What follows belongs to an exercise in optimizing a design on an open flow for small area, a short achievable clock period and few clock cycles per item; a production flow would make more cautious choices. Where RTL was checked, it was by simulation tests only, not by an equivalence proof against the original. Function not checked in runs 6 and 7: the RTL went through the layout flow alone. Power is estimated from default activity; no workload was simulated.

$ cat design/flow/run.sh
#!/bin/bash
# synth_recipe.tcl (not shown) runs the flow's synth.tcl, then flattens the netlist and writes it again
# the make line also repeats each setting of config.mk as NAME=value (left out here)
make -C /OpenROAD-flow-scripts/flow DESIGN_CONFIG=/design/flow/config.mk WORK_HOME=/design/flow/orfs CLKGATE_MAP_FILE= SYNTH_SCRIPT=/design/flow/synth_recipe.tcl finish
$ cat design/flow/config.mk
export PLATFORM = sky130hd
export DESIGN_NAME = ooo_backend_top
export DESIGN_NICKNAME = ooo_backend_top
export VERILOG_FILES = /design/flow/design.v
export SDC_FILE = /design/flow/constraint.sdc
export NUM_CORES = 4
export LEC_CHECK = 0
export CAP_MARGIN = 20
export CORE_MARGIN = 2
export CORE_UTILIZATION = 40
export SLEW_MARGIN = 20
$ cat design/flow/constraint.sdc
create_clock -name core_clock -period 5.0 [get_ports {clk_i}]
set_input_delay 1.0000 -clock core_clock [delete_from_list [all_inputs] [get_ports {clk_i}]]
set_output_delay 1.0000 -clock core_clock [all_outputs]
set_load 0.01 [all_outputs]
$ cat design/flow/design.v
`default_nettype none
package isa_pkg;
    typedef enum logic {
        OP_ALU    = 1'b0,
        OP_BRANCH = 1'b1
    } op_class_t;
    typedef enum logic [2:0] {
        ALU_ADD = 3'd0,
        ALU_SUB = 3'd1,
        ALU_AND = 3'd2,
        ALU_OR  = 3'd3,
        ALU_XOR = 3'd4
    } alu_func_t;
    typedef enum logic {
        BR_EQ  = 1'b0,
        BR_LTU = 1'b1
    } br_cond_t;
    typedef struct packed {
        op_class_t               op_class;
        alu_func_t               func;
        br_cond_t                cond;
        logic [5-1:0]      rd;
        logic [32-1:0]      src_a;
        logic [32-1:0]      src_b;
        logic [32-1:0]      pc;
        logic [32-1:0]      imm;
    } issue_op_t;
endpackage
`default_nettype wire
`default_nettype none
package backend_pkg;
    typedef logic [3-1:0] rob_tag_t;
    typedef struct packed {
        rob_tag_t                tag;
        logic [2:0]              func;
        logic [5-1:0]      rd;
        logic [32-1:0]      src_a;
        logic [32-1:0]      src_b;
    } alu_op_t;
    typedef struct packed {
        rob_tag_t                tag;
        logic                    cond;
        logic [5-1:0]      rd;
        logic [32-1:0]      src_a;
        logic [32-1:0]      src_b;
        logic [32-1:0]      pc;
        logic [32-1:0]      imm;
    } br_op_t;
    typedef struct packed {
        rob_tag_t                tag;
        logic [5-1:0]      rd;
        logic [32-1:0]      value;
    } alu_result_t;
    typedef struct packed {
        rob_tag_t                tag;
        logic [5-1:0]      rd;
        logic [32-1:0]      link;
        logic                    taken;
        logic [32-1:0]      target;
    } br_result_t;
    typedef struct packed {
        rob_tag_t                tag;
        logic [5-1:0]      rd;
        logic [32-1:0]      value;
        logic                    is_branch;
        logic                    taken;
        logic [32-1:0]      target;
    } wb_packet_t;
    typedef struct packed {
        rob_tag_t                tag;
        logic [5-1:0]      rd;
        logic [32-1:0]      value;
        logic                    is_branch;
        logic                    taken;
        logic [32-1:0]      target;
    } commit_rec_t;
endpackage
`default_nettype wire
`default_nettype none
`timescale 1ns/100ps
module ooo_backend_top (
    input  wire logic                  clk_i,
    input  wire logic                  rst_n_i,
    input  wire logic                  op_valid_i,
    input  wire isa_pkg::issue_op_t    op_i,
    output logic                       commit_valid_o,
    output backend_pkg::commit_rec_t   commit_o,
    output logic                       credit_o
);
    logic               is_br;
    logic               sub;
    logic [32-1:0] b_x;
    logic [32:0]   sum;
    logic [32-1:0] a_xor_b;
    logic               taken;
    logic [32-1:0] link;
    logic [32-1:0] value;
    logic [32-1:0] target;
    backend_pkg::rob_tag_t tag_q;
    logic [5-1:0]    rd_q;
    logic [32-1:0]    value_q;
    logic                  is_br_q;
    logic                  taken_q;
    logic [32-1:0]    target_q;
    assign is_br   = (op_i.op_class == isa_pkg::OP_BRANCH);
    assign sub     = is_br || (op_i.func == isa_pkg::ALU_SUB);
    assign b_x     = op_i.src_b ^ {32{sub}};
    assign sum     = {1'b0, op_i.src_a} + {1'b0, b_x} + {{32{1'b0}}, sub};
    assign a_xor_b = op_i.src_a ^ op_i.src_b;
    assign taken = (op_i.cond == isa_pkg::BR_EQ) ? (a_xor_b == '0) : !sum[32];
    assign link  = op_i.pc + 32'(4);
    always_comb begin
        if (is_br) begin
            value  = link;
            target = taken ? (op_i.pc + op_i.imm) : link;
        end else begin
            target = '0;
            case (op_i.func)
                isa_pkg::ALU_ADD,
                isa_pkg::ALU_SUB: value = sum[32-1:0];
                isa_pkg::ALU_AND: value = op_i.src_a & op_i.src_b;
                isa_pkg::ALU_OR:  value = op_i.src_a | op_i.src_b;
                isa_pkg::ALU_XOR: value = a_xor_b;
                default:          value = '0;
            endcase
        end
    end
    assign credit_o = commit_valid_o;
    always_ff @(posedge clk_i or negedge rst_n_i) begin
        if (!rst_n_i) begin
            commit_valid_o <= 1'b0;
            tag_q          <= '1;
        end else begin
            commit_valid_o <= op_valid_i;
            if (op_valid_i) begin
                tag_q <= tag_q + 1'b1;
            end
        end
    end
    always_ff @(posedge clk_i) begin
        rd_q     <= op_i.rd;
        value_q  <= value;
        is_br_q  <= is_br;
        taken_q  <= is_br && taken;
        target_q <= target;
    end
    assign commit_o = {tag_q, rd_q, value_q, is_br_q, taken_q, target_q};
endmodule
`default_nettype wire
==> results.py, run 1 <==
metrics = {
    "power_and_ir_drop": {
        "p_seq_frac": 0.266,
        "total_switching_power_w": 0.000991,
        "internal_portion_of_total_power_w": 0.00171,
        "clock_power_share": 0.250,
        "power.static_leakage_nw": 4.92,
        "combinational_group_share_of_total_power": 0.484,
        "vdd_drop_max_uv": 136,
        "sw_frac_of_total": 0.366,
        "cellPowerDensity_mw_per_mm2": 241,
    },
    "synth": {
        "synth_nets": 1347,
        "synth.top_cell.area_share": 0.201,
        "yosys_warnings": 1,
        "yosys_register_bits": 75,
        "netlist_top_cells_area": "ha_1, dfxtp_1, xnor2_1",
        "synth-main-ff-cell": "dfxtp_1",
        "synth_edf_count": 0,
        "seq_area_frac_synth": 0.180,
        "library_cell_with_the_largest_summed_area_after_synthesis": "ha_1",
        "synth.avg_cell_area_um2": 7.94,
        "synth.distinct_cells": 75,
        "gate_count_post_synth": 1068,
        "syn_area_mm2": 0.00848,
        "ys_async_sr_fraction": 0.0533,
    },
    "clock_network": {
        "cts_setup_buffers": 0,
        "clock_sink_count": 75,
        "tritoncts": "built",
        "cts.path.max_buffers": 2,
        "cts_inserted_buffers": 9,
        "cell_chosen_for_the_clock_root": "clkbuf_16",
        "clock_network_latency_to_the_later_pin_of_the_worst_skew_pair_ps": 330,
        "cts_resized": 0,
        "clock_slew_at_reported_path_ffs_ps": 60,
        "cts.htree.levels": 3,
        "ctsHoldBuffers": 0,
    },
    "die": {
        "floorplan.die_area_mm2": 0.0224,
        "ioPinCount": 217,
        "die_height_um": 150,
        "number_of_placement_rows": 53,
        "effective_utilization_at_floorplan": 0.406,
        "die_span_x_um": 150,
        "coreArea_mm2": 0.0209,
    },
    "global_route": {
        "global_route.usage.total": 0.240,
        "largest_net_degree_at_the_start_of_global_routing": 45,
        "globalRoute.totalOverflow": 0,
        "grt_antenna_before_repair": 0,
        "first_pass_grt_wire_length_mm": 42.1,
        "grt_pass1_vias": 7683,
    },
    "sta": {
        "max_slew_margin": 0.336,
        "whs_ps": 489,
        "post-route-min-period_ps": 4260,
        "hold_violations": 0,
        "final-setup-viol-count": 0,
        "rsz0062_at_grt": "false",
        "clock_skew_after_layout_ps": 0.988,
        "finalMaxSlewViolations": 0,
        "period_share": 0.853,
        "timing.fmax_ghz": 0.235,
        "tightestPinTransition_ps": 996,
        "fin_setup_tns_ps": 0,
        "setup_slack_ps": 737,
    },
    "layout": {
        "multiInputGateArea_mm2": 0.00639,
        "finalNetCount": 1546,
        "finalInstanceArea_mm2": 0.0112,
        "insertedDiodeCount": 0,
        "regArea_mm2": 0.00153,
        "nFillCells": 2047,
        "area_delta_synth_final_pct": 32.2,
        "post_route_cells_drive_above_1_share": 0.0480,
    },
    "route": {
        "detail_route.wl_per_cell_um": 17.7,
        "drt-pass1-iter-count": 5,
        "wl_mm": 27.4,
        "via_count": 8262,
        "ant_nets": 0,
        "detailedRoute.firstIterationViolations": 586,
        "post-route-drc-count": 0,
        "vias_per_cell": 5.34,
    },
    "run_status": {
        "run_status": "no timing/DRC/antenna violations",
    },
    "worst_setup_path": {
        "worst_path_dominant_cell_family": "compound AO/OA/AOI/OAI gates",
        "timing.critical_path.from_type": "primary input",
        "critical_path_peak_fanout": 43,
        "critical_path.cell_chain": "clkdlybuf4s50_1 -> nor2_1 -> a21oi_4 -> buf_4 -> xnor2_1 -> ha_1 -> a21o_1 -> a21o_1 -> a221oi_2 -> nand2_1 -> a31oi_1 -> nor3_4 -> nor2_4 -> buf_12 -> mux2_1 -> nor2_1",
        "regToRegStartpoint": "tag_q[0]$_DFFE_PN1P_",
        "endpoint_required_time_on_the_critical_path_ps": 5260,
        "max_incr_delay_on_cp_ps": 430,
        "cp_data_arrival_time_ps": 4520,
        "critical_path_class": "in -> reg",
        "timing.critical_path.slowest_stage_cell": "clkdlybuf4s50_1",
        "setup.worst_path.end_class": "flop",
        "critical_path.startpoint": "op_i[136]",
        "worst-path-buf-inv": 3,
    },
    "placement": {
        "detailed_place_hpwl_mm": 22.4,
        "place_ws_ps": 435,
        "gpl.final_weighted_congestion": 0.884,
        "numPortBuffers": 216,
        "postPlaceCellArea_mm2": 0.0109,
    },
    "flow_run": {
        "cap_violations": 0,
    },
    "min_path": {
        "worst_hold_startpoint": "tag_q[2]$_DFFE_PN1P_",
        "path_type_of_the_worst_min_delay_path": "reg -> reg",
    },
}
synthesized netlist by cell type, types with 26 or more instances:
library cell and instances:
ha_1 136, dfxtp_1 71, nor2_1 74, xnor2_1 77
xor2_1 40, nand2_1 71, a21oi_1 82, inv_1 101
mux2i_1 26, nand3_1 34, o21ai_0 52, a21o_1 32
clkbuf_1 27
stage by stage:
stage,util,instances,total power (W)
global route,0.537,1547,0.00288
floorplan,-,1068,0.00151
finish,0.537,1547,0.00271
CTS,0.537,1547,0.00272
detailed placement,0.522,1531,0.00203
global placement,0.522,1531,0.00203
layout make-up:
class | count | share of cell area
multi-input combinational | 851 | 0.570
timing repair buffer | 229 | 0.202
sequential | 75 | 0.136
inverter | 101 | 0.0338
tap | 275 | 0.0307
clock buffer | 10 | 0.0213
clock inverter | 6 | 0.00636
registers in the layout (all words and copies together) (netlist names):
| register | count |
|---|---|
| tag_q | 3 |
| taken_q | 1 |
| value_q | 32 |
| rd_q | 5 |
| is_br_q | 1 |
| commit_valid_o | 1 |
| target_q | 32 |
logic make-up (layout without fill, tap and decap cells):
logic type,Yosys count,in the layout,synth area share
XOR/XNOR,117,117,0.121
AND/OR/NAND/NOR,268,268,0.154
AO/OA/AOI/OAI,297,297,0.235
adder cells (fa/ha/maj),138,138,0.205
flip-flops,75,75,0.180
multiplexers,31,31,0.0373
buffers and inverters,142,346,0.0683
placed cells by master (no fill, tap or decap), types with 14 or more instances in the layout:
| master | synthesis | routed |
|---|---|---|
| inv_1 | 101 | 101 |
| a22oi_1 | 15 | 15 |
| nand3_1 | 34 | 34 |
| clkdlybuf4s50_1 | 0 | 214 |
| ha_1 | 136 | 136 |
| o21ai_0 | 52 | 52 |
| nor2_1 | 74 | 74 |
| nand2_1 | 71 | 71 |
| dfxtp_1 | 71 | 71 |
| mux2i_1 | 26 | 26 |
| nand4_1 | 15 | 15 |
| a21o_1 | 32 | 32 |
| xnor2_1 | 77 | 77 |
| xor2_1 | 40 | 40 |
| a21oi_1 | 82 | 81 |
| a222oi_1 | 14 | 14 |
final timing paths:
path                                            endpoint  slack (ps)  cells past startpoint
worst max-delay path              target_q[2]$_SDFF_PN0_         740                     16
worst min-delay path                tag_q[2]$_DFFE_PN1P_         490                      1
worst max register to register      tag_q[1]$_DFFE_PN1P_        3900                      2
worst min register to register      tag_q[2]$_DFFE_PN1P_         490                      1
max in group asynchronous           tag_q[2]$_DFFE_PN1P_        3900                      1
min in group asynchronous       commit_valid_o$_DFF_PN0_         860                      1
per-layer routing:
metal,global-route usage,part of all wire,vias up
met2,0.378,0.45,251
li1,-,-,4207
met3,0.0183,0.055,17
met1,0.356,0.49,3787
met5,0,0,-
met4,0.0524,0.013,0
power by group through the flow:
stage	combinational, W	clock [W]	sequential, W
6_report	0.00131	0.000676	0.000720
4_1_cts	0.00131	0.000691	0.000720
2_1_floorplan	0.000746	0	0.000763
5_1_grt	0.00144	0.000716	0.000726
3_5_place_dp	0.00130	0	0.000733
3_3_place_gp	0.00130	0	0.000734
Testbench counts, summed over its fixed seeds: cycles 2,056, items 2,048.
==> run 2: changes to the inputs <==
==> design/flow/flow/run.sh (new file) <==
#!/bin/bash
# The standard layout, with the port buffers made from the smallest buffer cell
# and adders left to abc as plain logic.
set -euo pipefail
bash standard.sh BUFFER_PORTS_ARGS="-buffer_cell sky130_fd_sc_hd__buf_1" ADDER_MAP_FILE= finish > make_finish.log 2>&1
==> design/flow/standard.sh (new file) <==
#!/bin/bash
# synth_recipe.tcl (not shown) runs the flow's synth.tcl, then flattens the netlist and writes it again
# the make line also repeats each setting of config.mk as NAME=value (left out here)
make -C /OpenROAD-flow-scripts/flow DESIGN_CONFIG=/design/flow/config.mk WORK_HOME=/design/flow/orfs CLKGATE_MAP_FILE= SYNTH_SCRIPT=/design/flow/synth_recipe.tcl "${@:-finish}"
removed: design/flow/run.sh
==> results.py, run 2 <==
metrics = {
    "route": {
        "via_count": 11200,
        "post-route-drc-count": 0,
        "drt-pass1-iter-count": 5,
        "detail_route.wl_per_cell_um": 18.3,
        "vias_per_cell": 5.81,
        "wl_mm": 35.1,
        "ant_nets": 0,
        "detailedRoute.firstIterationViolations": 866,
    },
    "sta": {
        "clock_skew_after_layout_ps": 0.194,
        "final-setup-viol-count": 0,
        "setup_slack_ps": 610,
        "fin_setup_tns_ps": 0,
        "post-route-min-period_ps": 4390,
        "hold_violations": 0,
        "timing.fmax_ghz": 0.228,
        "period_share": 0.878,
        "tightestPinTransition_ps": 744,
        "rsz0062_at_grt": "false",
        "finalMaxSlewViolations": 0,
        "max_slew_margin": 0.504,
    },
    "global_route": {
        "grt_antenna_before_repair": 0,
        "grt_pass1_vias": 10100,
        "globalRoute.totalOverflow": 0,
        "first_pass_grt_wire_length_mm": 55.5,
        "global_route.usage.total": 0.261,
        "largest_net_degree_at_the_start_of_global_routing": 45,
    },
    "synth": {
        "synth-main-ff-cell": "dfxtp_1",
        "combinational_family_with_the_most_area_after_synthesis": "compound AO/OA/AOI/OAI gates",
        "synth_fa_ha_area_frac": 0.0466,
        "syn_area_mm2": 0.0101,
        "netlist_top_cells_area": "dfxtp_1, xnor2_1, xor2_1",
        "gate_count_post_synth": 1439,
        "synth_simple_gate_area_frac": 0.220,
        "seq_area_frac_synth": 0.151,
        "synth_nets": 1580,
        "synthXorXnorAreaFrac": 0.199,
        "synth-compound-area-share": 0.282,
        "synth.avg_cell_area_um2": 7.02,
        "synth.top_cell.area_share": 0.141,
        "synth.distinct_cells": 78,
        "yosys_register_bits": 75,
        "synth.area.mux_share": 0.0281,
        "yosys_warnings": 1,
        "post_synth_most_frequent_cells": "xnor2_1, nand2_1, clkbuf_1, nor2_1, o21ai_0",
        "synth_edf_count": 0,
        "yosysMostFrequentCell": "xnor2_1",
        "ys_async_sr_fraction": 0.0533,
        "library_cell_with_the_largest_summed_area_after_synthesis": "dfxtp_1",
    },
    "worst_setup_path": {
        "setup.worst_path.end_class": "flop",
        "r2r-end": "tag_q[2]$_DFFE_PN1P_",
        "critPathCapture": "target_q[24]$_SDFF_PN0_",
        "endpoint_required_time_on_the_critical_path_ps": 5260,
        "critical_path_peak_fanout": 29,
        "regToRegStartpoint": "tag_q[0]$_DFFE_PN1P_",
        "critical_path.startpoint": "op_i[135]",
        "timing.critical_path.from_type": "primary input",
        "worstRegToRegCells": 2,
        "critical_path_class": "in -> reg",
        "cp_data_arrival_time_ps": 4650,
        "reg2reg_setup_slack_ps": 4100,
    },
    "layout": {
        "final_cell_mix": "buf_1, xnor2_1, nand2_1, nor2_1, o21ai_0",
        "area_delta_synth_final_pct": 15.1,
        "finalNetCount": 1726,
        "finalInstanceArea_mm2": 0.0116,
        "insertedDiodeCount": 0,
        "final_util": 0.466,
        "layout.cells.most_common": "buf_1",
        "top_regs": "target_q: 32 flops, value_q: 32 flops, rd_q: 5 flops",
        "post_route_cells_drive_above_1_share": 0.0768,
    },
    "clock_network": {
        "cts_setup_buffers": 0,
        "cts.htree.levels": 3,
        "cts.path.max_buffers": 2,
        "cts_inserted_buffers": 9,
        "ctsHoldBuffers": 0,
        "clock_network_latency_to_the_later_pin_of_the_worst_skew_pair_ps": 330,
        "clock_slew_at_reported_path_ffs_ps": 60,
        "tritoncts": "built",
        "cell_chosen_for_the_clock_root": "clkbuf_16",
        "cts_resized": 0,
        "clock_sink_count": 75,
    },
    "placement": {
        "numPortBuffers": 216,
        "postPlaceCellArea_mm2": 0.0113,
        "detailed_place_hpwl_mm": 27.5,
        "place_ws_ps": 252,
        "gpl.final_weighted_congestion": 0.932,
    },
    "flow_run": {
        "cap_violations": 0,
    },
    "die": {
        "effective_utilization_at_floorplan": 0.405,
        "die_span_x_um": 163,
        "floorplan.die_area_mm2": 0.0265,
        "ioPinCount": 217,
        "number_of_placement_rows": 58,
        "die_height_um": 163,
        "coreArea_mm2": 0.0250,
    },
    "min_path": {
        "path_type_of_the_worst_min_delay_path": "in -> async",
    },
    "power_and_ir_drop": {
        "vdd_drop_max_uv": 220,
        "power.static_leakage_nw": 4.03,
        "clock_power_share": 0.269,
        "sw_frac_of_total": 0.383,
        "post-layout-total-power_w": 0.00282,
        "internal_portion_of_total_power_w": 0.00174,
        "combinational_group_share_of_total_power": 0.473,
        "total_switching_power_w": 0.00108,
        "cellPowerDensity_mw_per_mm2": 242,
        "p_seq_frac": 0.258,
    },
    "run_status": {
        "run_status": "no timing/DRC/antenna violations",
    },
}
[run 2: cell count changes in the layout (fill, tap and decap cells not counted), moves of 47 or more]
cell	change
clkdlybuf4s50_1	-214
xnor2_1	+82
ha_1	-136
inv_1	-70
nand2_1	+60
maj3_1	+47
buf_1	+214
buf_4	+52
[run 2: through the flow]
| step | cells | hold WS [ps] |
|---|---|---|
| final | 1919 | 486 |
| after global routing | 1919 | 494 |
| after CTS | 1919 | 479 |
| after detailed placement | 1904 | 486 |
| after global placement | 1904 | 480 |
| after floorplan | 1439 | 494 |
[run 2: cell families (layout without fill, tap and decap cells)]
logic type                 count (synthesis)  count (layout)
and+or+nand+nor                          463             463
AOI/OAI and AO/OA                        415             415
xor gates and xnor gates                 229             229
buffers and inverters                    182             332
DFF                                       75              75
adders and majority gates                 47              47
muxes                                     28              28
[run 2: area by class of cell]
class | count | area (um^2)
Fill cell | 2641 | 13300
Inverter | 33 | 124
Multi-Input combinational cell | 1182 | 7850
Timing Repair Buffer | 284 | 1370
Clock buffer | 11 | 253
Tap cell | 330 | 413
Sequential cell | 75 | 1530
Clock inverter | 4 | 97.6
[run 2: per-layer routing]
layer  vias to the layer above  track usage  wire length (um)
met5                         -            0                 0
met4                         0       0.0644               667
met3                        47       0.0339              2700
met2                       445        0.399             15100
met1                      5166        0.385             16700
li1                       5494            -                 -
[run 2: worst min path at each step]
stage                              start                       end  cells past startpoint
global placement    tag_q[2]$_DFFE_PN1P_      tag_q[2]$_DFFE_PN1P_                      1
global route                     rst_n_i  commit_valid_o$_DFF_PN0_                      1
floorplan           tag_q[2]$_DFFE_PN1P_      tag_q[2]$_DFFE_PN1P_                      1
finish                           rst_n_i  commit_valid_o$_DFF_PN0_                      1
detailed placement  tag_q[1]$_DFFE_PN1P_      tag_q[1]$_DFFE_PN1P_                      1
CTS                              rst_n_i  commit_valid_o$_DFF_PN0_                      1
[run 2: power by group through the flow]
| stage | clock network (W) | logic, W | registers [W] |
|---|---|---|---|
| finish | 0.000756 | 0.00133 | 0.000727 |
| global route | 0.000798 | 0.00146 | 0.000733 |
| CTS | 0.000771 | 0.00132 | 0.000728 |
| detailed placement | 0 | 0.00131 | 0.000740 |
| global placement | 0 | 0.00130 | 0.000740 |
| floorplan | 0 | 0.000897 | 0.000769 |
[run 2: critical path: stages]
cell and delay [ps]:
buf_1 130, or3b_1 440, nand2_2 340, mux2_2 420, a2bb2oi_1 140, o2bb2ai_1 340, a221oi_4 170, o2111ai_4 330
a211oi_4 110, or2_2 340, buf_12 190, and2_1 170, a221oi_1 300, mux2i_1 230
==> run 3: changes to the inputs <==
--- a/design/flow/design.v
+++ b/design/flow/design.v
@@ -80,2 +80,59 @@
 `timescale 1ns/100ps
+module prefix_carry #(
+    parameter int W = 32
+) (
+    input  wire logic [W-1:0] g_i,
+    input  wire logic [W-1:0] p_i,
+    input  wire logic         cin_i,
+    output logic [W:0]        c_o
+);
+    localparam int L = (W > 16) ? 5 : (W > 8) ? 4 : (W > 4) ? 3 : (W > 2) ? 2 : 1;
+    logic [W-1:0] gg;
+    logic [W-1:0] pp;
+    always_comb begin
+        gg    = g_i;
+        pp    = p_i;
+        gg[0] = g_i[0] | (p_i[0] & cin_i);
+        for (int l = 0; l < L; l++) begin
+            for (int i = (2 << l) - 1; i < W; i += (2 << l)) begin
+                gg[i] = gg[i] | (pp[i] & gg[i - (1 << l)]);
+                pp[i] = pp[i] & pp[i - (1 << l)];
+            end
+        end
+        for (int l = L - 2; l >= 0; l--) begin
+            for (int i = 3 * (1 << l) - 1; i < W; i += (2 << l)) begin
+                gg[i] = gg[i] | (pp[i] & gg[i - (1 << l)]);
+                pp[i] = pp[i] & pp[i - (1 << l)];
+            end
+        end
+    end
+    assign c_o = {gg, cin_i};
+endmodule
+module pc_increment #(
+    parameter int W = 32
+) (
+    input  wire logic [W-1:0] pc_i,
+    output logic [W-1:0]      link_o
+);
+    localparam int N = W - 2;
+    localparam int L = (N > 16) ? 5 : (N > 8) ? 4 : (N > 4) ? 3 : (N > 2) ? 2 : 1;
+    logic [N-1:0] pp;
+    always_comb begin
+        pp = pc_i[W-1:2];
+        for (int l = 0; l < L; l++) begin
+            for (int i = (2 << l) - 1; i < N; i += (2 << l)) begin
+                pp[i] = pp[i] & pp[i - (1 << l)];
+            end
+        end
+        for (int l = L - 2; l >= 0; l--) begin
+            for (int i = 3 * (1 << l) - 1; i < N; i += (2 << l)) begin
+                pp[i] = pp[i] & pp[i - (1 << l)];
+            end
+        end
+    end
+    assign link_o = {pc_i[W-1:2] ^ {pp[N-2:0], 1'b1}, pc_i[1:0]};
+endmodule
+`default_nettype wire
+`default_nettype none
+`timescale 1ns/100ps
 module ooo_backend_top (
@@ -89,24 +146,46 @@
 );
-    logic               is_br;
-    logic               sub;
-    logic [32-1:0] b_x;
-    logic [32:0]   sum;
-    logic [32-1:0] a_xor_b;
-    logic               taken;
-    logic [32-1:0] link;
-    logic [32-1:0] value;
-    logic [32-1:0] target;
+    localparam int W = 32;
+    logic         is_br;
+    logic         sub;
+    logic [W-1:0] b_x;
+    logic [W-1:0] gen;
+    logic [W-1:0] prop;
+    logic [W:0]   carry;
+    logic [W-1:0] sum;
+    logic         taken;
+    logic [W-1:0] link;
+    logic [W:0]   pc_carry;
+    logic [W-1:0] pc_imm;
+    logic [W-1:0] value;
+    logic [W-1:0] target;
     backend_pkg::rob_tag_t tag_q;
     logic [5-1:0]    rd_q;
-    logic [32-1:0]    value_q;
+    logic [W-1:0]          value_q;
     logic                  is_br_q;
     logic                  taken_q;
-    logic [32-1:0]    target_q;
-    assign is_br   = (op_i.op_class == isa_pkg::OP_BRANCH);
-    assign sub     = is_br || (op_i.func == isa_pkg::ALU_SUB);
-    assign b_x     = op_i.src_b ^ {32{sub}};
-    assign sum     = {1'b0, op_i.src_a} + {1'b0, b_x} + {{32{1'b0}}, sub};
-    assign a_xor_b = op_i.src_a ^ op_i.src_b;
-    assign taken = (op_i.cond == isa_pkg::BR_EQ) ? (a_xor_b == '0) : !sum[32];
-    assign link  = op_i.pc + 32'(4);
+    logic [W-1:0]          target_q;
+    assign is_br = (op_i.op_class == isa_pkg::OP_BRANCH);
+    assign sub  = is_br || (op_i.func == isa_pkg::ALU_SUB);
+    assign b_x  = op_i.src_b ^ {W{sub}};
+    assign gen  = op_i.src_a & b_x;
+    assign prop = op_i.src_a ^ b_x;
+    prefix_carry #(.W(W)) alu_carry_inst (
+        .g_i   (gen),
+        .p_i   (prop),
+        .cin_i (sub),
+        .c_o   (carry)
+    );
+    assign sum = prop ^ carry[W-1:0];
+    assign taken = (op_i.cond == isa_pkg::BR_EQ) ? (&prop) : !carry[W];
+    pc_increment #(.W(W)) link_inst (
+        .pc_i   (op_i.pc),
+        .link_o (link)
+    );
+    prefix_carry #(.W(W)) pc_carry_inst (
+        .g_i   (op_i.pc & op_i.imm),
+        .p_i   (op_i.pc ^ op_i.imm),
+        .cin_i (1'b0),
+        .c_o   (pc_carry)
+    );
+    assign pc_imm = op_i.pc ^ op_i.imm ^ pc_carry[W-1:0];
     always_comb begin
@@ -114,3 +193,3 @@
             value  = link;
-            target = taken ? (op_i.pc + op_i.imm) : link;
+            target = taken ? pc_imm : link;
         end else begin
@@ -119,6 +198,6 @@
                 isa_pkg::ALU_ADD,
-                isa_pkg::ALU_SUB: value = sum[32-1:0];
-                isa_pkg::ALU_AND: value = op_i.src_a & op_i.src_b;
-                isa_pkg::ALU_OR:  value = op_i.src_a | op_i.src_b;
-                isa_pkg::ALU_XOR: value = a_xor_b;
+                isa_pkg::ALU_SUB: value = sum;
+                isa_pkg::ALU_AND: value = gen;
+                isa_pkg::ALU_OR:  value = gen | prop;
+                isa_pkg::ALU_XOR: value = prop;
                 default:          value = '0;
==> results.py, run 3 <==
metrics = {
    "layout": {
        "regArea_mm2": 0.00153,
        "multiInputGateArea_mm2": 0.00656,
        "post_route_cells_drive_above_1_share": 0.0712,
        "nFillCells": 2263,
        "finalInstanceArea_mm2": 0.00996,
        "layout.cells.non_filler": 1600,
        "final_cell_mix": "buf_1, xnor2_1, nand2_1, nor2_1, xor2_1",
        "area_delta_synth_final_pct": 14.0,
        "insertedDiodeCount": 0,
        "finalNetCount": 1456,
        "top_regs": "target_q: 32 flops, value_q: 32 flops, rd_q: 5 flops",
        "layout.cells.most_common": "buf_1",
    },
    "sta": {
        "clock_skew_after_layout_ps": 0.750,
        "rsz0062_at_grt": "false",
        "setup_slack_ps": 707,
        "post-route-min-period_ps": 4290,
        "max_slew_margin": 0.363,
        "final-setup-viol-count": 0,
        "timing.fmax_ghz": 0.233,
        "fin_setup_tns_ps": 0,
        "tightestPinTransition_ps": 953,
        "hold_violations": 0,
        "period_share": 0.859,
        "whs_ps": 460,
        "finalMaxSlewViolations": 0,
    },
    "die": {
        "effective_utilization_at_floorplan": 0.404,
        "coreArea_mm2": 0.0216,
        "ioPinCount": 217,
        "die_height_um": 152,
        "die_span_x_um": 152,
        "floorplan.die_area_mm2": 0.0230,
        "number_of_placement_rows": 54,
    },
    "clock_network": {
        "clock_slew_at_reported_path_ffs_ps": 70,
        "cts_inserted_buffers": 9,
        "clock_sink_count": 75,
        "clock_network_latency_to_the_later_pin_of_the_worst_skew_pair_ps": 350,
        "cts_setup_buffers": 0,
        "ctsHoldBuffers": 0,
        "cell_chosen_for_the_clock_root": "clkbuf_16",
        "tritoncts": "built",
        "cts.htree.levels": 3,
        "cts_resized": 0,
        "cts.path.max_buffers": 2,
    },
    "worst_setup_path": {
        "worst-path-buf-inv": 1,
        "timing.critical_path.slowest_stage_cell": "a211oi_1",
        "setup.worst_path.end_class": "flop",
        "cp.depth": 13,
        "reg2reg_setup_slack_ps": 4140,
        "critical_path_peak_fanout": 9,
        "critical_path.cell_chain": "buf_1 -> xnor2_1 -> nor4_1 -> nand2_1 -> a211oi_1 -> nor2_1 -> o311ai_1 -> maj3_1 -> maj3_1 -> maj3_1 -> xor2_1 -> a2bb2oi_1 -> a21oi_1",
        "cp_data_arrival_time_ps": 4540,
        "max_incr_delay_on_cp_ps": 600,
        "regToRegStartpoint": "tag_q[0]$_DFFE_PN1P_",
        "worstRegToRegCells": 2,
        "r2r-end": "tag_q[2]$_DFFE_PN1P_",
        "critPathCapture": "target_q[31]$_SDFF_PN0_",
        "critical_path_class": "in -> reg",
        "worst_path_dominant_cell_family": "compound AO/OA/AOI/OAI gates",
        "cpMostUsedCell": "maj3_1",
        "endpoint_required_time_on_the_critical_path_ps": 5240,
        "critical_path.startpoint": "op_i[44]",
        "timing.critical_path.from_type": "primary input",
    },
    "route": {
        "wl_mm": 28.1,
        "detail_route.wl_per_cell_um": 17.6,
        "post-route-drc-count": 0,
        "via_count": 8975,
        "detailedRoute.firstIterationViolations": 643,
        "drt-pass1-iter-count": 5,
        "vias_per_cell": 5.61,
        "ant_nets": 0,
    },
    "synth": {
        "yosys_register_bits": 75,
        "synth_edf_count": 0,
        "yosysMostFrequentCell": "xnor2_1",
        "library_cell_with_the_largest_summed_area_after_synthesis": "dfxtp_1",
        "gate_count_post_synth": 1174,
        "ys_async_sr_fraction": 0.0533,
        "yosys_warnings": 3,
        "synth.distinct_cells": 89,
        "synth.avg_cell_area_um2": 7.44,
        "seq_area_frac_synth": 0.175,
        "synth-main-ff-cell": "dfxtp_1",
        "post_synth_most_frequent_cells": "xnor2_1, nand2_1, nor2_1, clkbuf_1, xor2_1",
        "syn_area_mm2": 0.00873,
        "synth.top_cell.area_share": 0.163,
        "synth_nets": 1315,
        "netlist_top_cells_area": "dfxtp_1, xnor2_1, xor2_1",
    },
    "global_route": {
        "largest_net_degree_at_the_start_of_global_routing": 41,
        "grt_antenna_before_repair": 2,
        "global_route.usage.total": 0.240,
        "first_pass_grt_wire_length_mm": 43.3,
        "globalRoute.totalOverflow": 0,
        "grt_pass1_vias": 8022,
    },
    "placement": {
        "place_ws_ps": 326,
        "detailed_place_hpwl_mm": 21.9,
        "placed_cells": 1584,
        "gpl.final_weighted_congestion": 0.917,
        "numPortBuffers": 216,
        "postPlaceCellArea_mm2": 0.00963,
    },
    "run_status": {
        "run_status": "no timing/DRC/antenna violations",
    },
    "flow_run": {
        "cap_violations": 0,
    },
    "power_and_ir_drop": {
        "cellPowerDensity_mw_per_mm2": 253,
        "power.static_leakage_nw": 3.47,
        "vdd_drop_max_uv": 139,
    },
    "min_path": {
        "path_type_of_the_worst_min_delay_path": "in -> async",
    },
}
-- run 3: cell types whose count changed in the layout (fill, tap and decap cells not counted), sizes merged, moves of 12 or more --
| cell | before | now |
|---|---|---|
| nand3 | 57 | 35 |
| buf | 282 | 254 |
| a31oi | 23 | 10 |
| nor3 | 38 | 23 |
| o21ai | 104 | 59 |
| nand2 | 132 | 104 |
| or3 | 25 | 13 |
| o22ai | 26 | 7 |
-- run 3: area by class of cell --
cell class / count / share of cell area
Clock buffer: 9 / 0.0226
Clock inverter: 7 / 0.00993
Inverter: 22 / 0.00829
Multi-Input combinational cell: 953 / 0.659
Sequential cell: 75 / 0.153
Tap cell: 280 / 0.0352
Timing Repair Buffer: 254 / 0.111
-- run 3: report_power, final --
| part | internal (W) | switching [W] | total (W) |
|---|---|---|---|
| clock network | 0.000442 | 0.000309 | 0.000750 |
| logic | 0.000444 | 0.000617 | 0.00106 |
| registers | 0.000680 | 0.0000311 | 0.000711 |
-- run 3: metal layers --
layer | vias to the layer above | track usage | part of all wire
met2 | 297 | 0.385 | 0.45
met1 | 4215 | 0.340 | 0.47
met4 | 4 | 0.0546 | 0.014
met3 | 30 | 0.0353 | 0.070
li1 | 4429 | - | -
met5 | - | 0 | 0.0010
-- run 3: cell families after synthesis --
family          share of synthesized area
simple gates                        0.205
compound gates                      0.215
xor+xnor                            0.228
buf+inv                            0.0745
flops                               0.175
fa+ha+maj                          0.0562
mux                                0.0467
-- run 3: metrics by stage --
step / utilization / power (W)
final: 0.460 / 0.00252
after CTS: 0.460 / 0.00254
after global routing: 0.460 / 0.00268
after global placement: 0.445 / 0.00177
after detailed placement: 0.445 / 0.00178
after floorplan: - / 0.00151
-- run 3: how the worst min path moves through the flow --
stage                     cells past startpoint  slack [ps]                       end
final                                         1         460  commit_valid_o$_DFF_PN0_
after global routing                          1         480  commit_valid_o$_DFF_PN0_
after CTS                                     1         460  commit_valid_o$_DFF_PN0_
after detailed placement                      1         480      tag_q[2]$_DFFE_PN1P_
after global placement                        1         480      tag_q[2]$_DFFE_PN1P_
after floorplan                               1         490      tag_q[2]$_DFFE_PN1P_
Testbench counts of run 3, summed over its fixed seeds: cycles 2,056, items 2,048.
==> run 4: changes to the inputs <==
==> design/flow/run.sh (new file) <==
#!/bin/bash
# synth_recipe.tcl (not shown) runs the flow's synth.tcl, then flattens the netlist and writes it again
# the make line also repeats each setting of config.mk as NAME=value (left out here)
make -C /OpenROAD-flow-scripts/flow DESIGN_CONFIG=/design/flow/config.mk WORK_HOME=/design/flow/orfs CLKGATE_MAP_FILE= SYNTH_SCRIPT=/design/flow/synth_recipe.tcl finish
removed: design/flow/flow/run.sh
removed: design/flow/standard.sh
==> results.py, run 4 <==
metrics = {
    "synth": {
        "seq_area_frac_synth": 0.219,
        "synth.top_cell.area_share": 0.204,
        "synth.distinct_cells": 53,
        "syn_area_mm2": 0.00695,
        "post_synth_most_frequent_cells": "ha_1, inv_1, dfxtp_1, nand2_1, nor2_1",
        "library_cell_with_the_largest_summed_area_after_synthesis": "dfxtp_1",
        "yosys_warnings": 3,
        "netlist_top_cells_area": "dfxtp_1, ha_1, fa_1",
        "ys_async_sr_fraction": 0.0533,
        "yosysMostFrequentCell": "ha_1",
        "gate_count_post_synth": 772,
        "synth.avg_cell_area_um2": 9.01,
        "yosys_register_bits": 75,
        "synth-main-ff-cell": "dfxtp_1",
        "synth_nets": 1054,
        "synth_edf_count": 0,
    },
    "worst_setup_path": {
        "endpoint_required_time_on_the_critical_path_ps": 5200,
        "timing.critical_path.slowest_stage_cell": "clkdlybuf4s50_1",
        "r2r-end": "tag_q[1]$_DFFE_PN1P_",
        "worstRegToRegCells": 2,
        "timing.critical_path.from_type": "primary input",
        "setup.worst_path.end_class": "flop",
        "critical_path_class": "in -> reg",
        "reg2reg_setup_slack_ps": 3900,
        "critical_path_peak_fanout": 9,
        "max_incr_delay_on_cp_ps": 560,
        "regToRegStartpoint": "tag_q[0]$_DFFE_PN1P_",
        "critical_path.cell_chain": "clkdlybuf4s50_1 -> a21oi_4 -> buf_6 -> xnor2_1 -> inv_1 -> ha_1 -> a211oi_1 -> nor2_1 -> nor3_2 -> buf_4 -> nor2_1 -> nor2_1 -> o21bai_1 -> a21o_1 -> a21o_1 -> fa_1 -> xor2_1 -> a221oi_1 -> o21ai_0",
        "cp_data_arrival_time_ps": 4970,
        "cpMostUsedCell": "nor2_1",
    },
    "route": {
        "via_count": 6302,
        "drt-pass1-iter-count": 4,
        "ant_nets": 0,
        "vias_per_cell": 5.00,
        "post-route-drc-count": 0,
        "detail_route.wl_per_cell_um": 16.3,
        "wl_mm": 20.5,
        "detailedRoute.firstIterationViolations": 299,
    },
    "layout": {
        "final_cell_mix": "clkdlybuf4s50_1, ha_1, inv_1, dfxtp_1, nand2_1",
        "insertedDiodeCount": 0,
        "finalNetCount": 1313,
        "regArea_mm2": 0.00153,
        "layout.cells.most_common": "clkdlybuf4s50_1",
        "top_regs": "target_q: 32 flops, value_q: 32 flops, rd_q: 5 flops",
        "area_delta_synth_final_pct": 45.1,
        "post_route_cells_drive_above_1_share": 0.0927,
        "nFillCells": 1618,
        "multiInputGateArea_mm2": 0.00502,
        "finalInstanceArea_mm2": 0.0101,
    },
    "clock_network": {
        "cts_inserted_buffers": 9,
        "clock_network_latency_to_the_later_pin_of_the_worst_skew_pair_ps": 340,
        "clock_sink_count": 75,
        "clock_slew_at_reported_path_ffs_ps": 60,
        "cts.htree.levels": 3,
        "ctsHoldBuffers": 0,
        "cts.path.max_buffers": 2,
        "tritoncts": "built",
        "cell_chosen_for_the_clock_root": "clkbuf_16",
    },
    "sta": {
        "whs_ps": 496,
        "period_share": 0.953,
        "finalMaxSlewViolations": 0,
        "max_slew_margin": 0.420,
        "post-route-min-period_ps": 4770,
        "tightestPinTransition_ps": 868,
        "timing.fmax_ghz": 0.210,
        "setup_slack_ps": 234,
        "hold_violations": 0,
        "final-setup-viol-count": 0,
        "clock_skew_after_layout_ps": 0.502,
        "rsz0062_at_grt": "false",
    },
    "placement": {
        "place_ws_ps": -163,
        "numPortBuffers": 216,
        "gpl.final_weighted_congestion": 0.850,
        "postPlaceCellArea_mm2": 0.00974,
        "detailed_place_hpwl_mm": 16.7,
    },
    "die": {
        "die_span_x_um": 136,
        "number_of_placement_rows": 48,
        "floorplan.die_area_mm2": 0.0185,
        "ioPinCount": 217,
        "coreArea_mm2": 0.0171,
        "die_height_um": 136,
        "effective_utilization_at_floorplan": 0.406,
    },
    "global_route": {
        "grt_pass1_vias": 6076,
        "global_route.usage.total": 0.222,
        "grt_antenna_before_repair": 0,
        "first_pass_grt_wire_length_mm": 31.7,
        "largest_net_degree_at_the_start_of_global_routing": 36,
        "globalRoute.totalOverflow": 0,
    },
    "flow_run": {
        "cap_violations": 0,
    },
    "min_path": {
        "worst_hold_startpoint": "tag_q[2]$_DFFE_PN1P_",
        "hold-path-cell-count": 1,
        "path_type_of_the_worst_min_delay_path": "reg -> reg",
        "timing.hold.worst_endpoint": "tag_q[2]$_DFFE_PN1P_",
    },
    "power_and_ir_drop": {
        "vdd_drop_max_uv": 158,
        "power.static_leakage_nw": 4.75,
        "cellPowerDensity_mw_per_mm2": 249,
    },
    "run_status": {
        "run_status": "no timing/DRC/antenna violations",
    },
}
[run 4: changes by cell type after synthesis, moves of 40 or more]
cell / change
nand2_1: -40
xnor2_1: -115
ha_1: +109
nor2_1: -56
maj3_1: -49
inv_1: +55
clkbuf_1: -62
[run 4: critical path, delay by kind of cell]
family,cells,cell delay [ps]
and+or+nand+nor,4,520
buffers and inverters,4,980
AOI/OAI and AO/OA,7,1390
xor gates and xnor gates,2,320
adders and majority gates,2,740
[run 4: kinds of logic (layout without fill, tap and decap cells)]
family                     Yosys count  count (layout)  share of synthesized area
AOI/OAI and AO/OA                  170             170                      0.167
and+or+nand+nor                    167             167                      0.115
adders and majority gates          141             141                      0.288
buffers and inverters              107             371                     0.0626
xor gates and xnor gates            78              78                     0.0983
DFF                                 75              75                      0.219
muxes                               34              34                     0.0491
[run 4: how the worst max path moves through the flow]
stage | startpoint | endpoint | slack, ps | cells past startpoint
floorplan | op_i[137] | value_q[31]$_DFF_P_ | 50 | 18
global placement | op_i[135] | value_q[31]$_DFF_P_ | -30 | 19
detailed placement | op_i[135] | value_q[31]$_DFF_P_ | -160 | 19
CTS | op_i[135] | value_q[31]$_DFF_P_ | 180 | 19
global route | op_i[135] | value_q[31]$_DFF_P_ | 7 | 19
finish | op_i[137] | value_q[19]$_DFF_P_ | 230 | 19
[run 4: metrics by stage]
step | TNS [ps] | total power (W) | util | cells
floorplan | 0 | 0.00131 | - | 772
global placement | -30.8 | 0.00182 | 0.569 | 1244
detailed placement | -479 | 0.00183 | 0.569 | 1244
CTS | 0 | 0.00254 | 0.588 | 1260
global route | 0 | 0.00268 | 0.589 | 1261
finish | 0 | 0.00251 | 0.589 | 1261
[run 4: report_power, final]
| group | switching (W) | leakage [nW] | internal (W) |
|---|---|---|---|
| Sequential | 0.0000273 | 0.637 | 0.000681 |
| Combinational | 0.000515 | 3.96 | 0.000588 |
| Clock | 0.000265 | 0.153 | 0.000438 |
[run 4: final cells by class]
type	count	share of cell area
Clock inverter	6	0.00893
Tap cell	225	0.0279
Timing Repair Buffer	278	0.263
Clock buffer	10	0.0227
Inverter	77	0.0286
Sequential cell	75	0.151
Multi-Input combinational cell	590	0.498
[run 4: repair_timing]
action,in CTS,in global routing
gates resized for setup,0,5
setup endpoints to repair,0,3
setup buffers,0,1
[run 4: metal layers]
metal / share of wire / global-route usage / vias to the layer above
met5: 0 / 0 / -
met4: 0.017 / 0.0677 / 0
met3: 0.049 / 0.0235 / 19
met2: 0.45 / 0.347 / 179
met1: 0.49 / 0.321 / 2916
li1: - / - / 3188
==> run 5: changes to the inputs <==
==> design/flow/flow/run.sh (new file) <==
#!/bin/bash
# The standard layout, with the port buffers made from the smallest buffer cell.
set -euo pipefail
bash standard.sh BUFFER_PORTS_ARGS="-buffer_cell sky130_fd_sc_hd__buf_1" finish > make_finish.log 2>&1
==> design/flow/standard.sh (new file) <==
#!/bin/bash
# synth_recipe.tcl (not shown) runs the flow's synth.tcl, then flattens the netlist and writes it again
# the make line also repeats each setting of config.mk as NAME=value (left out here)
make -C /OpenROAD-flow-scripts/flow DESIGN_CONFIG=/design/flow/config.mk WORK_HOME=/design/flow/orfs CLKGATE_MAP_FILE= SYNTH_SCRIPT=/design/flow/synth_recipe.tcl "${@:-finish}"
removed: design/flow/run.sh
==> results.py, run 5 <==
metrics = {
    "run_status": {
        "run_status": "no timing/DRC/antenna violations",
    },
    "sta": {
        "period_share": 0.913,
        "hold_violations": 0,
        "fin_setup_tns_ps": 0,
        "rsz0062_at_grt": "false",
        "max_slew_margin": 0.279,
        "whs_ps": 477,
        "clock_skew_after_layout_ps": 0.400,
        "post-route-min-period_ps": 4560,
        "finalMaxSlewViolations": 0,
        "timing.fmax_ghz": 0.219,
        "final-setup-viol-count": 0,
        "tightestPinTransition_ps": 1080,
    },
    "synth": {
        "synth_nets": 1054,
        "yosys_warnings": 3,
        "yosysMostFrequentCell": "ha_1",
        "synth_edf_count": 0,
        "synth_simple_gate_area_frac": 0.115,
        "synth.distinct_cells": 53,
        "yosys_register_bits": 75,
        "seq_area_frac_synth": 0.219,
        "combinational_family_with_the_most_area_after_synthesis": "adder cells",
        "synth.avg_cell_area_um2": 9.01,
        "post_synth_most_frequent_cells": "ha_1, inv_1, dfxtp_1, nand2_1, nor2_1",
        "library_cell_with_the_largest_summed_area_after_synthesis": "dfxtp_1",
        "synth-compound-area-share": 0.167,
        "synth.top_cell.area_share": 0.204,
        "synth.area.mux_share": 0.0491,
        "synthXorXnorAreaFrac": 0.0983,
        "ys_async_sr_fraction": 0.0533,
        "netlist_top_cells_area": "dfxtp_1, ha_1, fa_1",
        "synth_fa_ha_area_frac": 0.288,
        "synth-main-ff-cell": "dfxtp_1",
        "syn_area_mm2": 0.00695,
        "gate_count_post_synth": 772,
    },
    "die": {
        "floorplan.die_area_mm2": 0.0185,
        "die_span_x_um": 136,
        "die_height_um": 136,
        "coreArea_mm2": 0.0171,
        "ioPinCount": 217,
        "effective_utilization_at_floorplan": 0.406,
        "number_of_placement_rows": 48,
    },
    "layout": {
        "layout.cells.non_filler": 1221,
        "top_regs": "target_q: 32 flops, value_q: 32 flops, rd_q: 5 flops",
        "final_cell_mix": "buf_1, ha_1, inv_1, dfxtp_1, nand2_1",
        "area_delta_synth_final_pct": 21.1,
        "post_route_cells_drive_above_1_share": 0.0582,
        "final_util": 0.492,
        "layout.cells.most_common": "buf_1",
        "insertedDiodeCount": 0,
        "finalNetCount": 1273,
    },
    "worst_setup_path": {
        "critical_path_class": "in -> reg",
        "worst-path-buf-inv": 3,
        "endpoint_required_time_on_the_critical_path_ps": 5210,
        "critical_path_peak_fanout": 10,
        "regToRegStartpoint": "tag_q[0]$_DFFE_PN1P_",
        "worstRegToRegCells": 2,
        "cp_data_arrival_time_ps": 4770,
        "r2r-end": "tag_q[1]$_DFFE_PN1P_",
        "timing.critical_path.slowest_stage_cell": "fa_1",
        "setup.worst_path.end_class": "flop",
        "timing.critical_path.from_type": "primary input",
        "reg2reg_setup_slack_ps": 3900,
        "critical_path.cell_chain": "buf_1 -> nor2_1 -> a21oi_4 -> buf_4 -> xnor2_1 -> inv_1 -> ha_1 -> a21oi_1 -> a21oi_1 -> nor3_2 -> o221ai_2 -> a221oi_2 -> o21a_1 -> o21ai_0 -> fa_1 -> xnor2_1 -> o22ai_1 -> a221oi_1 -> o22ai_1",
        "max_incr_delay_on_cp_ps": 430,
        "worst_path_dominant_cell_family": "compound AO/OA/AOI/OAI gates",
    },
    "placement": {
        "gpl.final_weighted_congestion": 0.867,
        "numPortBuffers": 216,
        "detailed_place_hpwl_mm": 16.0,
        "placed_cells": 1205,
    },
    "power_and_ir_drop": {
        "cellPowerDensity_mw_per_mm2": 274,
        "post-layout-total-power_w": 0.00230,
        "power.static_leakage_nw": 3.98,
        "vdd_drop_max_uv": 186,
    },
    "clock_network": {
        "cts_resized": 0,
        "cts_inserted_buffers": 9,
        "cts.path.max_buffers": 2,
        "clock_sink_count": 75,
        "ctsHoldBuffers": 0,
        "clock_slew_at_reported_path_ffs_ps": 60,
        "cts.htree.levels": 3,
        "tritoncts": "built",
        "cell_chosen_for_the_clock_root": "clkbuf_16",
        "clock_network_latency_to_the_later_pin_of_the_worst_skew_pair_ps": 340,
        "cts_setup_buffers": 0,
    },
    "global_route": {
        "global_route.usage.total": 0.212,
        "globalRoute.totalOverflow": 0,
        "grt_pass1_vias": 5910,
        "first_pass_grt_wire_length_mm": 30.3,
        "largest_net_degree_at_the_start_of_global_routing": 36,
        "grt_antenna_before_repair": 0,
    },
    "route": {
        "detail_route.wl_per_cell_um": 16.1,
        "detailedRoute.firstIterationViolations": 323,
        "post-route-drc-count": 0,
        "ant_nets": 0,
        "wl_mm": 19.7,
        "routed-wl-met3_mm": 1.03,
        "drt-met1-wl_mm": 9.55,
        "via_count": 6198,
        "vias_per_cell": 5.08,
        "drt-pass1-iter-count": 4,
        "highest-signal-layer": "met4",
        "wl_met2_mm": 8.72,
    },
    "min_path": {
        "path_type_of_the_worst_min_delay_path": "in -> async",
    },
    "flow_run": {
        "cap_violations": 0,
    },
}
run 5: worst max-delay path by stage:
stage | cells past startpoint | endpoint | slack (ps) | startpoint
floorplan | 18 | value_q[31]$_DFF_P_ | 50 | op_i[137]
global placement | 19 | value_q[31]$_DFF_P_ | 140 | op_i[135]
detailed placement | 19 | value_q[31]$_DFF_P_ | 40 | op_i[135]
CTS | 19 | value_q[31]$_DFF_P_ | 410 | op_i[135]
global route | 19 | value_q[31]$_DFF_P_ | 50 | op_i[135]
finish | 19 | value_q[31]$_DFF_P_ | 440 | op_i[135]
run 5: final cells by class:
type	count	area [um^2]
inverters	77	289
multi-input cells	590	5020
repair buffers	238	977
well taps	225	282
clock inverters	7	98.8
flip-flops and latches	75	1530
clock buffers	9	225
fillers	1757	8700
run 5: power by group:
group / leakage [nW] / internal (W) / switching (W) / total, W
logic: 3.19 / 0.000375 / 0.000501 / 0.000876
clock network: 0.156 / 0.000440 / 0.000277 / 0.000717
registers: 0.637 / 0.000681 / 0.0000289 / 0.000710
run 5: logic make-up after synthesis:
group           Yosys count
compound gates          170
mux                      34
fa+ha+maj               141
buf+inv                 107
xor+xnor                 78
simple gates            167
flops                    75
run 5: stage by stage:
stage	setup slack [ps]	instance area (um^2)
after global routing	48.3	8420
after detailed placement	41.9	8090
final	435	8420
after global placement	141	8090
after floorplan	50.6	6960
after CTS	410	8420
run 5: routing by layer:
| metal | track usage | vias to the layer above |
|---|---|---|
| met5 | 0 | - |
| met4 | 0.0608 | 0 |
| met2 | 0.332 | 181 |
| met3 | 0.0268 | 20 |
| li1 | - | 3111 |
| met1 | 0.306 | 2886 |
==> run 6: changes to the inputs <==
--- a/design/flow/design.v
+++ b/design/flow/design.v
@@ -81,3 +81,4 @@
 module prefix_carry #(
-    parameter int W = 32
+    parameter int W    = 32,
+    parameter int ARCH = 0
 ) (
@@ -95,12 +96,30 @@
         gg[0] = g_i[0] | (p_i[0] & cin_i);
-        for (int l = 0; l < L; l++) begin
-            for (int i = (2 << l) - 1; i < W; i += (2 << l)) begin
-                gg[i] = gg[i] | (pp[i] & gg[i - (1 << l)]);
-                pp[i] = pp[i] & pp[i - (1 << l)];
-            end
-        end
-        for (int l = L - 2; l >= 0; l--) begin
-            for (int i = 3 * (1 << l) - 1; i < W; i += (2 << l)) begin
-                gg[i] = gg[i] | (pp[i] & gg[i - (1 << l)]);
-                pp[i] = pp[i] & pp[i - (1 << l)];
+        if (ARCH == 0) begin
+            for (int l = 0; l < L; l++) begin
+                for (int i = (2 << l) - 1; i < W; i += (2 << l)) begin
+                    gg[i] = gg[i] | (pp[i] & gg[i - (1 << l)]);
+                    pp[i] = pp[i] & pp[i - (1 << l)];
+                end
+            end
+            for (int l = L - 2; l >= 0; l--) begin
+                for (int i = 3 * (1 << l) - 1; i < W; i += (2 << l)) begin
+                    gg[i] = gg[i] | (pp[i] & gg[i - (1 << l)]);
+                    pp[i] = pp[i] & pp[i - (1 << l)];
+                end
+            end
+        end else if (ARCH == 1) begin
+            for (int l = 0; l < L; l++) begin
+                for (int i = 0; i < W; i++) begin
+                    if (((i >> l) & 1) == 1) begin
+                        gg[i] = gg[i] | (pp[i] & gg[((i >> l) << l) - 1]);
+                        pp[i] = pp[i] & pp[((i >> l) << l) - 1];
+                    end
+                end
+            end
+        end else begin
+            for (int l = 0; l < L; l++) begin
+                for (int i = W - 1; i >= (1 << l); i--) begin
+                    gg[i] = gg[i] | (pp[i] & gg[i - (1 << l)]);
+                    pp[i] = pp[i] & pp[i - (1 << l)];
+                end
             end
@@ -159,3 +178,2 @@
     logic [W-1:0] value;
-    logic [W-1:0] target;
     backend_pkg::rob_tag_t tag_q;
@@ -192,6 +210,4 @@
         if (is_br) begin
-            value  = link;
-            target = taken ? pc_imm : link;
+            value = link;
         end else begin
-            target = '0;
             case (op_i.func)
@@ -223,5 +239,6 @@
         taken_q  <= is_br && taken;
-        target_q <= target;
-    end
-    assign commit_o = {tag_q, rd_q, value_q, is_br_q, taken_q, target_q};
+        target_q <= pc_imm;
+    end
+    assign commit_o = {tag_q, rd_q, value_q, is_br_q, taken_q,
+                       taken_q ? target_q : (value_q & {W{is_br_q}})};
 endmodule
==> results.py, run 6 <==
metrics = {
    "sta": {
        "rsz0062_at_grt": "false",
        "clock_skew_after_layout_ps": 1.36,
        "timing.fmax_ghz": 0.214,
        "hold_violations": 0,
        "max_slew_margin": 0.311,
        "period_share": 0.936,
        "tightestPinTransition_ps": 1030,
        "post-route-min-period_ps": 4680,
        "final-setup-viol-count": 0,
        "finalMaxSlewViolations": 0,
    },
    "global_route": {
        "grt_pass1_vias": 5841,
        "globalRoute.totalOverflow": 0,
        "global_route.usage.total": 0.222,
        "first_pass_grt_wire_length_mm": 31.3,
        "grt_antenna_before_repair": 0,
        "largest_net_degree_at_the_start_of_global_routing": 36,
    },
    "synth": {
        "synth_edf_count": 0,
        "synth.distinct_cells": 49,
        "yosys_warnings": 3,
        "synth_nets": 1028,
        "post_synth_most_frequent_cells": "ha_1, inv_1, dfxtp_1, nand2_1, xnor2_1",
        "ys_async_sr_fraction": 0.0533,
        "netlist_top_cells_area": "dfxtp_1, ha_1, fa_1",
        "synth.area.mux_share": 0.00481,
        "synth_fa_ha_area_frac": 0.296,
        "yosysMostFrequentCell": "ha_1",
        "synth-main-ff-cell": "dfxtp_1",
        "synth-compound-area-share": 0.213,
        "gate_count_post_synth": 746,
        "combinational_family_with_the_most_area_after_synthesis": "adder cells",
        "yosys_register_bits": 75,
        "synth.avg_cell_area_um2": 9.07,
        "library_cell_with_the_largest_summed_area_after_synthesis": "dfxtp_1",
        "synthXorXnorAreaFrac": 0.102,
        "syn_area_mm2": 0.00676,
        "seq_area_frac_synth": 0.226,
        "synth.top_cell.area_share": 0.210,
        "synth_simple_gate_area_frac": 0.0938,
    },
    "die": {
        "die_height_um": 134,
        "ioPinCount": 217,
        "number_of_placement_rows": 47,
        "floorplan.die_area_mm2": 0.0180,
        "coreArea_mm2": 0.0166,
        "effective_utilization_at_floorplan": 0.408,
        "die_span_x_um": 134,
    },
    "route": {
        "via_count": 6203,
        "wl_met2_mm": 8.60,
        "vias_per_cell": 5.24,
        "drt-met1-wl_mm": 9.96,
        "highest-signal-layer": "met4",
        "detail_route.wl_per_cell_um": 16.9,
        "detailedRoute.firstIterationViolations": 354,
        "routed-wl-met3_mm": 1.07,
        "drt-pass1-iter-count": 4,
        "wl_mm": 20.0,
        "ant_nets": 0,
        "post-route-drc-count": 0,
    },
    "clock_network": {
        "cts.path.max_buffers": 2,
        "cts_resized": 0,
        "clock_network_latency_to_the_later_pin_of_the_worst_skew_pair_ps": 340,
        "tritoncts": "built",
        "clock_slew_at_reported_path_ffs_ps": 60,
        "cts_inserted_buffers": 9,
        "cts_setup_buffers": 0,
        "ctsHoldBuffers": 0,
        "cts.htree.levels": 3,
        "clock_sink_count": 75,
        "cell_chosen_for_the_clock_root": "clkbuf_16",
    },
    "power_and_ir_drop": {
        "total_switching_power_w": 0.000832,
        "internal_portion_of_total_power_w": 0.00142,
        "sw_frac_of_total": 0.369,
        "clock_power_share": 0.269,
        "vdd_drop_max_uv": 177,
        "cellPowerDensity_mw_per_mm2": 277,
        "p_seq_frac": 0.337,
        "power.static_leakage_nw": 3.63,
        "combinational_group_share_of_total_power": 0.395,
    },
    "worst_setup_path": {
        "r2r-end": "tag_q[1]$_DFFE_PN1P_",
        "worstRegToRegCells": 2,
        "setup.worst_path.end_class": "flop",
        "timing.critical_path.from_type": "primary input",
        "critPathCapture": "value_q[21]$_DFF_P_",
        "critical_path_peak_fanout": 17,
        "critical_path.startpoint": "op_i[135]",
        "critical_path_class": "in -> reg",
        "reg2reg_setup_slack_ps": 3900,
        "regToRegStartpoint": "tag_q[0]$_DFFE_PN1P_",
        "cp_data_arrival_time_ps": 4870,
        "endpoint_required_time_on_the_critical_path_ps": 5190,
    },
    "layout": {
        "post_route_cells_drive_above_1_share": 0.0498,
        "insertedDiodeCount": 0,
        "final_cell_mix": "buf_1, ha_1, inv_1, dfxtp_1, nand2_1",
        "area_delta_synth_final_pct": 20.6,
        "nFillCells": 1650,
        "top_regs": "target_q: 32 flops, value_q: 32 flops, rd_q: 5 flops",
        "layout.cells.most_common": "buf_1",
        "finalInstanceArea_mm2": 0.00815,
        "final_util": 0.492,
        "finalNetCount": 1240,
        "layout.cells.non_filler": 1183,
    },
    "placement": {
        "numPortBuffers": 216,
        "detailed_place_hpwl_mm": 16.3,
        "placed_cells": 1167,
        "postPlaceCellArea_mm2": 0.00787,
        "gpl.final_weighted_congestion": 0.878,
    },
    "run_status": {
        "run_status": "no timing/DRC/antenna violations",
    },
    "flow_run": {
        "cap_violations": 0,
    },
    "min_path": {
        "path_type_of_the_worst_min_delay_path": "reg -> reg",
    },
}
[run 6: changes by cell type after synthesis, moves of 13 or more]
cell / before / now
o22ai_1: 13 / 26
nor2_1: 45 / 23
xor2_1: 40 / 25
mux2i_1: 33 / 1
a22o_1: 17 / 48
xnor2_1: 38 / 54
[run 6: area by class of cell]
class	instances	area, um^2	area share
clock inverters	7	50.0	0.00614
inverters	79	297	0.0364
flip-flops and latches	75	1530	0.187
well taps	220	275	0.0338
multi-input cells	560	4830	0.592
repair buffers	233	951	0.117
clock buffers	9	225	0.0276
[run 6: power groups by stage]
stage	Sequential, W	Combinational [W]	Clock, W
after floorplan	0.000778	0.000571	0
after global placement	0.000772	0.000880	0
after detailed placement	0.000772	0.000888	0
after CTS	0.000759	0.000893	0.000618
after global routing	0.000769	0.00100	0.000648
final	0.000759	0.000890	0.000606
[run 6: worst min-delay path by stage]
stage / startpoint / to / slack, ps / depth (start not counted)
5_1_grt: rst_n_i / commit_valid_o$_DFF_PN0_ / 500 / 1
3_3_place_gp: tag_q[2]$_DFFE_PN1P_ / tag_q[2]$_DFFE_PN1P_ / 480 / 1
6_report: tag_q[2]$_DFFE_PN1P_ / tag_q[2]$_DFFE_PN1P_ / 490 / 1
3_5_place_dp: tag_q[2]$_DFFE_PN1P_ / tag_q[2]$_DFFE_PN1P_ / 490 / 1
4_1_cts: rst_n_i / commit_valid_o$_DFF_PN0_ / 490 / 1
2_1_floorplan: tag_q[2]$_DFFE_PN1P_ / tag_q[2]$_DFFE_PN1P_ / 490 / 1
[run 6: metrics by stage]
stage               total power, W  hold WS [ps]  setup TNS [ps]  setup WS, ps
floorplan                  0.00135           493               0           282
global placement           0.00165           482               0          57.1
detailed placement         0.00166           487           -4.74         -4.74
CTS                        0.00227           492               0           357
global route               0.00242           499               0          59.6
finish                     0.00225           495               0           318
[run 6: worst max-delay path: stages]
cell	delay, ps
buf_1	170
nor2_1	120
a21oi_4	290
buf_12	210
xnor2_1	150
inv_1	60
ha_1	340
a21oi_1	190
a21oi_1	80
or3_1	430
a221oi_2	410
o21bai_1	150
fa_1	420
xor2_1	170
a221oi_1	510
o22ai_1	150
[run 6: layer usage]
layer,vias up,GRT usage
li1,3073,-
met1,2889,0.332
met4,0,0.0667
met3,25,0.0212
met5,-,0
met2,216,0.338
[run 6: kinds of logic (layout without fill, tap and decap cells)]
family          after synthesis  after routing
compound gates              205            205
fa+ha+maj                   141            141
simple gates                132            132
buf+inv                     111            328
xor+xnor                     79             79
flops                        75             75
mux                           3              3
==> run 7: changes to the inputs <==
--- a/design/flow/config.mk
+++ b/design/flow/config.mk
@@ -10,2 +10,3 @@
 export CORE_UTILIZATION = 40
+export SETUP_SLACK_MARGIN = 1.5
 export SLEW_MARGIN = 20
==> results.py, run 7 <==
metrics = {
    "run_status": {
        "run_status": "no timing/DRC/antenna violations",
    },
    "route": {
        "post-route-drc-count": 0,
        "drt-pass1-iter-count": 5,
        "wl_mm": 21.2,
        "via_count": 6398,
        "detailedRoute.firstIterationViolations": 544,
        "detail_route.wl_per_cell_um": 17.6,
    },
    "placement": {
        "numPortBuffers": 216,
        "placed_cells": 1164,
        "gpl.final_weighted_congestion": 0.905,
        "postPlaceCellArea_mm2": 0.00798,
        "detailed_place_hpwl_mm": 16.1,
    },
    "clock_network": {
        "tritoncts": "built",
        "cts_inserted_buffers": 9,
        "ctsHoldBuffers": 0,
        "cts.htree.levels": 3,
        "cts.path.max_buffers": 2,
        "cell_chosen_for_the_clock_root": "clkbuf_16",
    },
    "layout": {
        "regArea_mm2": 0.00153,
        "area_delta_synth_final_pct": 35.0,
        "multiInputGateArea_mm2": 0.00547,
        "final_cell_mix": "buf_1, ha_1, inv_1, dfxtp_1, nand2_1",
        "nFillCells": 1543,
        "finalInstanceArea_mm2": 0.00913,
        "layout.cells.most_common": "buf_1",
        "finalNetCount": 1259,
        "top_regs": "target_q: 32 flops, value_q: 32 flops, rd_q: 5 flops",
    },
    "worst_setup_path": {
        "timing.critical_path.from_type": "primary input",
        "r2r-end": "tag_q[1]$_DFFE_PN1P_",
        "worstRegToRegCells": 2,
        "timing.critical_path.slowest_stage_cell": "a221oi_4",
        "reg2reg_setup_slack_ps": 3880,
        "max_incr_delay_on_cp_ps": 400,
        "cp_data_arrival_time_ps": 4270,
        "endpoint_required_time_on_the_critical_path_ps": 5190,
        "regToRegStartpoint": "tag_q[0]$_DFFE_PN1P_",
        "setup.worst_path.end_class": "flop",
    },
    "synth": {
        "synth.distinct_cells": 49,
        "netlist_top_cells_area": "dfxtp_1, ha_1, fa_1",
        "yosys_register_bits": 75,
        "yosysMostFrequentCell": "ha_1",
        "synth_nets": 1028,
        "library_cell_with_the_largest_summed_area_after_synthesis": "dfxtp_1",
        "ys_async_sr_fraction": 0.0533,
        "synth_edf_count": 0,
        "yosys_warnings": 3,
        "synth-main-ff-cell": "dfxtp_1",
    },
    "sta": {
        "post-route-min-period_ps": 4090,
        "rsz0062_at_grt": "true",
        "timing.fmax_ghz": 0.245,
        "whs_ps": 485,
        "tightestPinTransition_ps": 964,
        "period_share": 0.818,
        "fin_setup_tns_ps": 0,
    },
    "flow_run": {
        "cap_violations": 0,
    },
    "power_and_ir_drop": {
        "combinational_group_share_of_total_power": 0.413,
        "power.static_leakage_nw": 3.98,
        "internal_portion_of_total_power_w": 0.00169,
        "vdd_drop_max_uv": 164,
        "sw_frac_of_total": 0.347,
        "total_switching_power_w": 0.000896,
    },
    "die": {
        "floorplan.die_area_mm2": 0.0180,
        "number_of_placement_rows": 47,
        "ioPinCount": 217,
        "die_span_x_um": 134,
        "effective_utilization_at_floorplan": 0.408,
    },
    "global_route": {
        "grt_antenna_before_repair": 1,
        "largest_net_degree_at_the_start_of_global_routing": 36,
        "first_pass_grt_wire_length_mm": 32.3,
        "global_route.usage.total": 0.228,
    },
    "min_path": {
        "path_type_of_the_worst_min_delay_path": "in -> async",
    },
}
==> run 7: area by class of cell <==
cell class                 instances  area share
antenna                            1    0.000274
clock buffer                      10      0.0262
clock inverter                     6      0.0122
inverter                          79      0.0325
multi-input combinational        560       0.600
sequential                        75       0.167
tap                              220      0.0302
timing repair buffer             252       0.132
==> run 7: through the flow <==
stage / total power, W / setup WS (ps)
after floorplan: 0.00137 / 812
after global placement: 0.00167 / 206
after detailed placement: 0.00168 / 167
after CTS: 0.00254 / 969
after global routing: 0.00275 / 777
final: 0.00259 / 912
==> run 7: per-layer routing <==
layer  up-vias  global-route usage  wire length (um)
met5         -                   0                 0
met4         0              0.0667               433
met3        35              0.0257              1430
met2       249               0.377              9800
met1      3011               0.316              9540
li1       3103                   -                 -
==> run 7: power by group through the flow <==
stage | clock network (W) | registers, W | logic, W
floorplan | 0 | 0.000778 | 0.000594
global placement | 0 | 0.000773 | 0.000896
detailed placement | 0 | 0.000773 | 0.000908
CTS | 0.000772 | 0.000760 | 0.00100
global route | 0.000797 | 0.000770 | 0.00118
finish | 0.000758 | 0.000759 | 0.00107
==> run 7: kinds of logic after synthesis <==
kind of cell,synth area share
AO/OA/AOI/OAI,0.213
adder cells (fa/ha/maj),0.296
AND/OR/NAND/NOR,0.0938
buffers and inverters,0.0640
XOR/XNOR,0.102
flip-flops,0.226
multiplexers,0.00481
==> run 7: worst max path at each step <==
stage,from,endpoint,cells past startpoint
floorplan,op_i[135],value_q[30]$_DFF_P_,17
global placement,op_i[135],value_q[15]$_DFF_P_,17
detailed placement,op_i[135],value_q[15]$_DFF_P_,16
CTS,op_i[136],value_q[17]$_DFF_P_,18
global route,op_i[136],value_q[17]$_DFF_P_,18
finish,op_i[136],value_q[17]$_DFF_P_,18
==> run 7: critical path, delay by kind of cell <==
family	cells	cell delay, ps
xor+xnor	2	400
buf+inv	6	740
fa+ha+maj	2	620
simple gates	3	620
compound gates	5	880
==> run 7: what timing repair did <==
item | CTS | global route
endpoints found under the setup margin | 29 | 29
setup buffers | 13 | 6
pin swaps | 37 | 37
gates resized for setup | 70 | 40
gates cloned | 2 | 1

## separate check: timing with driven ports
Ports are ideal in the flow. The routed layouts listed here were re-timed in OpenROAD. Step 1, drivers: a clkbuf_16 drives clk_i and a buf_2 each remaining input, both assumed. Step 2 times the ports against the registers' clock, not the clock port: input delays grow and output delays shrink by t, the midpoint of the rising clock arrivals with the driver on. a / b / c = ideal / step 1 / step 2; a / b = the first two.
run	t (ns)	setup WS [ns]
run 1	0.375	0.737 / 0.755 / 0.380
run 2	0.371	0.610 / 0.597 / 0.226
run 3	0.396	0.707 / 0.722 / 0.326
run 4	0.371	0.234 / 0.246 / -0.125
run 5	0.378	0.435 / 0.453 / 0.075
run 6	0.372	0.318 / 0.334 / -0.039
run 7	0.365	0.912 / 0.900 / 0.535
With both steps, setup timing fails in run 4 and run 6, where it was met with ideal ports.
